This design comes from an exercise in tuning for small area on the open sky130 flow, not from production work.
At most, simulation tests tie the RTL to the original design; equivalence was not proved.

## muldiv_unit
module muldiv_unit #(
    parameter int unsigned MUL_CYCLES = 2,
    parameter int unsigned DIV_ITERS  = 32
) (
    input  logic        clk,
    input  logic        rst,
    input  logic        start,
    input  logic [1:0]  op,
    input  logic        flush,
    input  logic [31:0] srca,
    input  logic [31:0] srcb,
    output logic        stall,
    output logic        busy,
    output logic        done,
    output logic [31:0] hi,
    output logic [31:0] lo
);
export LEC_CHECK = 0
export CAP_MARGIN = 20
export CORE_MARGIN = 2
export CORE_UTILIZATION = 50
export CTS_BUF_LIST = sky130_fd_sc_hd__clkbuf_8
export SLEW_MARGIN = 20
create_clock -name core_clock -period 10.5 [get_ports {clk}]
standard.sh (not shown) runs the stock make flow with config.mk's settings and CLKGATE_MAP_FILE= SYNTH_SCRIPT=/design/flow/synth_recipe.tcl, a recipe that flattens the netlist after the stock synthesis.
==> flow/flow/run.sh <==
#!/bin/bash
# Standard synthesis and layout (standard.sh), with faster port buffers than the
# resizer's default pick, and power recovery (downsizing of gates off the critical
# paths) after global routing.
set -euo pipefail
export BUFFER_PORTS_ARGS="-buffer_cell sky130_fd_sc_hd__buf_2"
export RECOVER_POWER=100
bash standard.sh synth > synth.log 2>&1
bash standard.sh finish > layout.log 2>&1
The starting point finished with timing, DRC and antenna clean.
Then changed:
--- a/flow/config.mk
+++ b/flow/config.mk
@@ -8,5 +8,5 @@
 export CAP_MARGIN = 20
 export CORE_MARGIN = 2
-export CORE_UTILIZATION = 50
+export CORE_UTILIZATION = 65
 export CTS_BUF_LIST = sky130_fd_sc_hd__clkbuf_8
 export SLEW_MARGIN = 20
Now the flow finished but fails on max-capacitance violations, max-slew violations.
Die area shrinks by 23%.
Utilization climbs by 17 points.
Hold slack improves by 0.0088 ns.
Then changed:
--- a/flow/config.mk
+++ b/flow/config.mk
@@ -8,5 +8,6 @@
 export CAP_MARGIN = 20
 export CORE_MARGIN = 2
-export CORE_UTILIZATION = 65
+export CORE_UTILIZATION = 50
 export CTS_BUF_LIST = sky130_fd_sc_hd__clkbuf_8
+export PLACE_DENSITY = 0.7
 export SLEW_MARGIN = 20
=> Now the flow ran to the end with no violations; hold slack gets worse by 0.0041 ns; setup slack gets worse by 0.045 ns; utilization shrinks by 17 points; cell count grows by 2.6%; wire length grows by 1.3%; global-route usage shrinks by 8.4 points; synthesized area stays the same.
Then changed:
==> flow/flow/run.sh (replaced) <==
#!/bin/bash
# Standard synthesis (standard.sh synth), then the standard layout with:
#  - faster port buffers (buf_2) than the resizer's default pick,
#  - power recovery (downsizing of gates off the critical paths) after global routing,
#  - the weakest buffers (buf_1, clkbuf_1) kept out of the layout steps, so that power
#    recovery cannot shrink a high-fanout buffer into a slew violation.
set -euo pipefail
bash standard.sh synth > synth.log 2>&1
export BUFFER_PORTS_ARGS="-buffer_cell sky130_fd_sc_hd__buf_2"
export RECOVER_POWER=100
export DONT_USE_CELLS="sky130_fd_sc_hd__buf_1 sky130_fd_sc_hd__clkbuf_1"
bash standard.sh finish > layout.log 2>&1
--- a/flow/config.mk
+++ b/flow/config.mk
@@ -8,6 +8,5 @@
 export CAP_MARGIN = 20
 export CORE_MARGIN = 2
-export CORE_UTILIZATION = 50
+export CORE_UTILIZATION = 65
 export CTS_BUF_LIST = sky130_fd_sc_hd__clkbuf_8
-export PLACE_DENSITY = 0.7
 export SLEW_MARGIN = 20
Effect: The new run completed, yet does not pass: max-capacitance violations, max-slew violations; sequential share of layout area is about the same; design area climbs by 0.32%; via count grows by 1.5%; global-route usage increases by 8.4 points; clock skew goes down by 0.0059 ns.

* * *

run 1:
Starting RTL as in the previous note.
export LEC_CHECK = 0
export CAP_MARGIN = 20
export CORE_MARGIN = 2
export CORE_UTILIZATION = 50
export CTS_BUF_LIST = sky130_fd_sc_hd__clkbuf_8
export PLACE_DENSITY = 0.75
export SLEW_MARGIN = 20
create_clock -name core_clock -period 10.5 [get_ports {clk}]
==> flow/flow/run.sh <==
#!/bin/bash
# Standard synthesis and layout (standard.sh), with faster port buffers than the
# resizer's default pick, and power recovery (downsizing of gates off the critical
# paths) after global routing.
set -euo pipefail
export BUFFER_PORTS_ARGS="-buffer_cell sky130_fd_sc_hd__buf_2"
export RECOVER_POWER=100
bash standard.sh synth > synth.log 2>&1
bash standard.sh finish > layout.log 2>&1
Run 1 finished all stages; however, its layout fails the closing checks, the failures being max-capacitance violations, max-slew violations.
#### Input delta (run 2 over run 1)
- PLACE_DENSITY removed (was 0.75)
- CORE_UTILIZATION changed from 50 to 35
Notes after the runs:
- Route | run 2 vs run 1 | wire longer in run 2
- Summary: floorplan die area, run 2 worse than run 1
- Status run 2: flow complete, layout not clean - max-capacitance violations, max-slew violations
- As far as count of flip-flops and latches goes, run 1 and run 2 are indistinguishable; the numbers are identical.
- Run 2 ended with less via density per instance than run 1.
- Comparing number of buffers other than clock buffers in the final layout for run 2 and run 1, the smaller number came from run 1.
- The launch point of the worst path comes out srca[0] in one run and srca[1] in the other, namely in run 2 and run 1 respectively.
- Per the comparison of run 2 with run 1, critical path depth went down; synthesis-to-finish area growth rose by 1.7 points; post-route worst setup slack has increased; worst-case reg-to-reg path depth decreased 2; post-CTS setup repair buffer count held.
The following lists how run 3 was set up differently from run 2:
- changing CORE_UTILIZATION from 35 to 50
==> flow/flow/run.sh <==
#!/bin/bash
# Standard synthesis and layout (standard.sh), with faster port buffers than the
# resizer's default pick, so the input-to-output paths of the last multiply pass
# need less timing repair.
set -euo pipefail
export BUFFER_PORTS_ARGS="-buffer_cell sky130_fd_sc_hd__buf_2"
bash standard.sh synth > synth.log 2>&1
bash standard.sh finish > layout.log 2>&1
--- outcome ---
- Run 3 closes out successfully: all stages finished, all timing, DRC and antenna checks passed.
- Utilization on run 3 is up relative to run 2.
- Relative to run 2, largest driver fanout on the critical path increased by 1 in run 3.
- Relative to run 2, the HPWL after detailed placement measured on run 3 has decreased by a few percent.
Changes in run 4 relative to run 3:
- PLACE_DENSITY now 0.8, previously not set
- CORE_UTILIZATION now 55, was 50
==> flow/flow/run.sh <==
#!/bin/bash
# Standard synthesis and layout (standard.sh), with faster port buffers than the
# resizer's default pick, and power recovery (downsizing of gates off the critical
# paths) after global routing.
set -euo pipefail
export BUFFER_PORTS_ARGS="-buffer_cell sky130_fd_sc_hd__buf_2"
export RECOVER_POWER=100
bash standard.sh synth > synth.log 2>&1
bash standard.sh finish > layout.log 2>&1
Notes after the runs:
- What the final checks of run 4 revealed, after a flow that finished every stage, was a layout that fails on max-capacitance violations, max-slew violations.
- Number of inserted diodes (run 4 over run 3): decrease, 1
- Run 3 → run 4: final clock skew has increased; initial antenna violation count went down by 1; post-DP HPWL down 4.0%.
- [compare] base=run 3 new=run 4: number of cells on the worst reg-to-reg path decreased by 5 relative to the old numbers.
[inputs] run 5 vs run 4
- swapping 55 for 50 in CORE_UTILIZATION
- clearing CTS_BUF_LIST, which used to be sky130_fd_sc_hd__clkbuf_8
- clearing PLACE_DENSITY, which used to be 0.8
Comparing run 4 and run 5, the higher minimum clock period after layout was measured on run 4.
Run 5 went all the way through the flow, and no timing, DRC or antenna check failed.
[run 5] count of clock-buffer cells in the layout rose 1 relative to run 4
Run 4 tops out at a lower clock frequency than run 5.
Run 5 vs run 4: core utilization of the finished layout down
Diff run 4 -> run 5: combined flip-flop and latch cell area about even; area added between synthesis and finish shrank by 0.23 points; setup slack +61 ps.

* * *

== tundra ==
muldiv_unit, a different RTL version from the one above (not shown whole).
For scale: roughly 2,000 cells after synthesis, ~97 flip-flops, about 140 I/O pins.
// muldiv_unit
module muldiv_unit #(
    parameter int unsigned MUL_CYCLES = 2,
    parameter int unsigned DIV_ITERS  = 32
) (
    input  logic        clk,
    input  logic        rst,
    input  logic        start,
    input  logic [1:0]  op,
    input  logic        flush,
    input  logic [31:0] srca,
    input  logic [31:0] srcb,
    output logic        stall,
    output logic        busy,
    output logic        done,
    output logic [31:0] hi,
    output logic [31:0] lo
);
    logic        act_q;           
    logic [5:0]  cnt_q;           
    logic [33:0] h_q;             
    logic [31:0] l_q;             
    logic        is_div, is_signed;
    logic [5:0]  ph;
    logic        sa, sb;
    logic [35:0] xa;              
    logic [32:0] bm;              
    logic        bzero;
    logic        ph0, div_abs, div_end, div_last;
    logic        p0_q, e33_q, e34_q;    
    assign is_div    = op[1];
    assign is_signed = ~op[0];
    assign ph        = act_q ? cnt_q : 6'd0;
    assign ph0       = ~act_q;
    assign sa        = is_signed & srca[31];
    assign sb        = is_signed & srcb[31];
    assign xa        = {sa, sa, sa, sa, srca};
    assign bm        = {sb, srcb};
    assign bzero     = (srcb == 32'd0);
    assign div_abs   = act_q & p0_q;
    assign div_end   = act_q & e33_q;
    assign div_last  = div_q & act_q & e34_q;
    function automatic logic [2:0] booth(input logic [2:0] x);
        booth[0] = x[1] ^ x[0];                                             
  ...
export LEC_CHECK = 0
export CAP_MARGIN = 20
export CORE_MARGIN = 2
export CORE_UTILIZATION = 50
export SLEW_MARGIN = 20
create_clock -name core_clock -period 10.5 [get_ports {clk}]
==> flow/flow/run.sh <==
#!/bin/bash
# Standard synthesis and layout (standard.sh), with faster port buffers than the
# resizer's default pick, so the input-to-output paths of the last multiply pass
# need less timing repair.
set -euo pipefail
export BUFFER_PORTS_ARGS="-buffer_cell sky130_fd_sc_hd__buf_2"
bash standard.sh synth > synth.log 2>&1
bash standard.sh finish > layout.log 2>&1
Here is what was changed in the inputs of amber compared with tundra.
diff --git a/flow/flow/run.sh b/flow/flow/run.sh
--- a/flow/flow/run.sh
+++ b/flow/flow/run.sh
@@ -3,2 +3,2 @@
-# resizer's default pick, so the input-to-output paths of the last multiply pass
-# need less timing repair.
+# resizer's default pick, and power recovery (downsizing of gates off the critical
+# paths) after global routing.
@@ -6,0 +7 @@
+export RECOVER_POWER=100
diff --git a/flow/config.mk b/flow/config.mk
--- a/flow/config.mk
+++ b/flow/config.mk
@@ -10,0 +11,2 @@
+export CTS_BUF_LIST = sky130_fd_sc_hd__clkbuf_8
+export PLACE_DENSITY = 0.7
--- outcome ---
Re first-pass GRT wire length: tundra was higher than amber. The multiplexer fraction of the synthesized cell area of tundra and that of amber are within noise of each other. Delta (amber minus tundra): time the worst path needs with I/O delays and setup increased 100 ps; growth of design area from synthesis to finish decreased 1.5 points.
Function was not checked in any run of this note: the RTL went through the layout flow alone.

[separate check: timing with driven ports]
Ports are ideal in the flow. The routed layouts listed here were re-timed in OpenROAD. Step 1, drivers: a clkbuf_16 drives clk and a buf_2 each remaining input, both assumed. Step 2 adds t to the input delays and takes it off the output delays; t is the mean of the earliest and latest rising clock arrival at the registers after step 1. Input paths then give back, and output paths get back, about the clock's delay inside the block. a / b / c = ideal / step 1 / step 2; a / b = the first two.
| run | t (ns) | setup WS [ns] | clock arrival spread, ns | worst slew at a driven data input, ns | cell pins on the clock port's net |
|---|---|---|---|---|---|
| the first run of note 1 | 0.421 | 0.291 / 0.273 / 0.273 | 0.012 / 0.012 | 0.06 | 1 |
| the second run of note 1 | 0.411 | 0.304 / 0.277 / 0.277 | 0.014 / 0.015 | 0.05 | 1 |
| the third run of note 1 | 0.418 | 0.259 / 0.240 / 0.240 | 0.020 / 0.020 | 0.06 | 1 |
| the fourth run of note 1 | 0.411 | 0.304 / 0.277 / 0.277 | 0.014 / 0.015 | 0.05 | 1 |
| run 1 | 0.420 | 0.219 / 0.196 / 0.196 | 0.026 / 0.025 | 0.05 | 1 |
| run 2 | 0.412 | 0.294 / 0.269 / 0.269 | 0.032 / 0.032 | 0.07 | 1 |
| run 3 | 0.420 | 0.336 / 0.318 / 0.318 | 0.014 / 0.014 | 0.06 | 1 |
| run 4 | 0.416 | 0.224 / 0.199 / 0.199 | 0.017 / 0.017 | 0.06 | 1 |
| run 5 | 0.394 | 0.285 / 0.267 / 0.267 | 0.010 / 0.011 | 0.05 | 1 |
| tundra | 0.401 | 0.287 / 0.269 / 0.269 | 0.011 / 0.010 | 0.09 | 1 |
| amber | 0.428 | 0.186 / 0.167 / 0.167 | 0.017 / 0.018 | 0.05 | 1 |
